This design comes from an exercise in tuning for small area, a short achievable clock period and few clock cycles per item on the open sky130 flow, not from production work.
The RTL was checked by simulation tests, not by an equivalence proof against the original design.

== run 1 ==
## bitmap_page_allocator_top
module bitmap_page_allocator_top (
  input  logic                               clk_i,
  input  logic                               rst_ni,
  input  logic                               cfg_valid_i,
  output logic                               cfg_ready_o,
  input  logic [bpa_pkg::CNT_W-1:0]          cfg_data_i,
  input  logic                               s_axis_tvalid,
  output logic                               s_axis_tready,
  input  logic [bpa_pkg::IN_TDATA_W-1:0]     s_axis_tdata,
  input  logic [bpa_pkg::OP_W-1:0]           s_axis_tuser,
  output logic                               m_axis_tvalid,
  input  logic                               m_axis_tready,
  output logic [bpa_pkg::OUT_TDATA_W-1:0]    m_axis_tdata,
  output logic [bpa_pkg::STS_W-1:0]          m_axis_tuser
);
Size: roughly 16000 cells after synthesis, about 4700 flip-flops, about 97 I/O pins, ~210000 µm² of cells after synthesis.
Settings: LEC_CHECK=0, CAP_MARGIN=25, CORE_MARGIN=2, CORE_UTILIZATION=30, PLACE_DENSITY=0.45, SLEW_MARGIN=25, SYNTH_MEMORY_MAX_BITS=8192; clock period 12.0 ns.
run.sh (not shown) runs the stock make flow with config.mk's settings and CLKGATE_MAP_FILE= SYNTH_SCRIPT=/design/flow/synth_recipe.tcl, a recipe that flattens the netlist after the stock synthesis.
Run 1 completed; timing, DRC and antenna clean
Testbench counts of run 1, summed over its fixed seeds: cycles 9,771, items 9,608.
The inputs of run 2 differ from those of run 1 as listed below.
Settings: a change of CAP_MARGIN from 25 to 30; a change of SLEW_MARGIN from 25 to 30.
==> flow/flow/run.sh (new file) <==
#!/bin/bash
set -euo pipefail
export SETUP_SLACK_MARGIN=6
bash standard.sh > standard.log 2>&1
==> flow/standard.sh (new file) <==
#!/bin/bash
# synth_recipe.tcl (not shown) runs the flow's synth.tcl, then flattens the netlist and writes it again
# the make line also repeats each setting of config.mk as NAME=value (left out here)
make -C /OpenROAD-flow-scripts/flow DESIGN_CONFIG=/design/flow/config.mk WORK_HOME=/design/flow/orfs CLKGATE_MAP_FILE= SYNTH_SCRIPT=/design/flow/synth_recipe.tcl "${@:-finish}"
removed: flow/run.sh
==> comparison <==
- Per the comparison of run 2 with run 1, storage element area roughly the same, die outline width shows no meaningful change, register share of the cell area shrank by 3.0 points.
- The run with more setup slack is run 2; run 1 has less.
- Wire length of the first global-routing pass in run 2 vs run 1: up about 2.8%
- [compare] base=run 1 new=run 2: multi-input combinational cell count now sits at about the same level, maximum cell stage delay along the critical path lower, clock latency at the later pin of the worst-skew pair went up 0.03 ns.
diff inputs: run 2 => run 3
Settings: putting SETUP_SLACK_MARGIN at 5 where nothing was set; swapping 30 for 25 in CAP_MARGIN; swapping 30 for 25 in SLEW_MARGIN.
==> flow/run.sh (new file) <==
#!/bin/bash
# synth_recipe.tcl (not shown) runs the flow's synth.tcl, then flattens the netlist and writes it again
# the make line also repeats each setting of config.mk as NAME=value (left out here)
make -C /OpenROAD-flow-scripts/flow DESIGN_CONFIG=/design/flow/config.mk WORK_HOME=/design/flow/orfs CLKGATE_MAP_FILE= SYNTH_SCRIPT=/design/flow/synth_recipe.tcl finish
removed: flow/flow/run.sh
removed: flow/standard.sh
[summary]
Compared with run 2, run 3 has less setup slack.
[compare] base=run 2 new=run 3: non-clock buffer count saw a decrease.
For run 2, the launching instance or port of the critical path was ra0_q[1], unlike run 3, where it was ra1_q[3].
Here is what was changed in the inputs of run 4 compared with run 3.
Settings: SETUP_SLACK_MARGIN: 5 -> unset.
==> flow/flow/run.sh (new file) <==
#!/bin/bash
set -euo pipefail
export SETUP_SLACK_MARGIN=7
bash standard.sh > standard.log 2>&1
==> flow/standard.sh (new file) <==
#!/bin/bash
# synth_recipe.tcl (not shown) runs the flow's synth.tcl, then flattens the netlist and writes it again
# the make line also repeats each setting of config.mk as NAME=value (left out here)
make -C /OpenROAD-flow-scripts/flow DESIGN_CONFIG=/design/flow/config.mk WORK_HOME=/design/flow/orfs CLKGATE_MAP_FILE= SYNTH_SCRIPT=/design/flow/synth_recipe.tcl "${@:-finish}"
removed: flow/run.sh
## What came out
The flow for run 4 finished, though final verification flagged capacitance limit, slew limit. Run 4 vs run 3 on fraction of standard cell area that is sequential: run 4 is the lower one. Number of gates on the worst path with buffers counted: run 4 vs run 3 up 9.5%. Per the comparison of run 4 with run 3, worst hold margin now sits higher; signed area change from the synthesized netlist to the final layout increased 19 points. [run 4] filler cell count in the final layout fell 3403 relative to run 3.

## separate check: timing with driven ports
In the flow no input, the clock included, has a driving cell. The finished layouts below were timed again as built, in two steps. Step 1, drivers: a clkbuf_16 drives clk_i and a buf_2 each remaining input, both assumed. Step 2 moves the port delays by t, midway between the first and last clock arrival at a register: inputs arrive t later, outputs are due t later. That takes back most of the time a late clock gives input paths. Three values: ideal ports, drivers, drivers and shift; two values: the first two.
run | t (ns) | setup slack, ns | hold WS [ns] | worst setup path after step 2 | clock arrival spread, ns
run 1 | 1.219 | 3.135 / 3.135 / 3.135 | 0.411 / 0.411 / 0.411 | register to register | 0.078 / 0.078
run 2 | 1.252 | 5.784 / 5.784 / 5.784 | 0.416 / 0.416 / 0.416 | register to register | 0.113 / 0.113
run 3 | 1.246 | 4.818 / 4.818 / 4.818 | 0.408 / 0.408 / 0.408 | register to register | 0.069 / 0.069
run 4 | 1.239 | 5.969 / 5.969 / 5.969 | 0.419 / 0.419 / 0.419 | register to register | 0.121 / 0.120
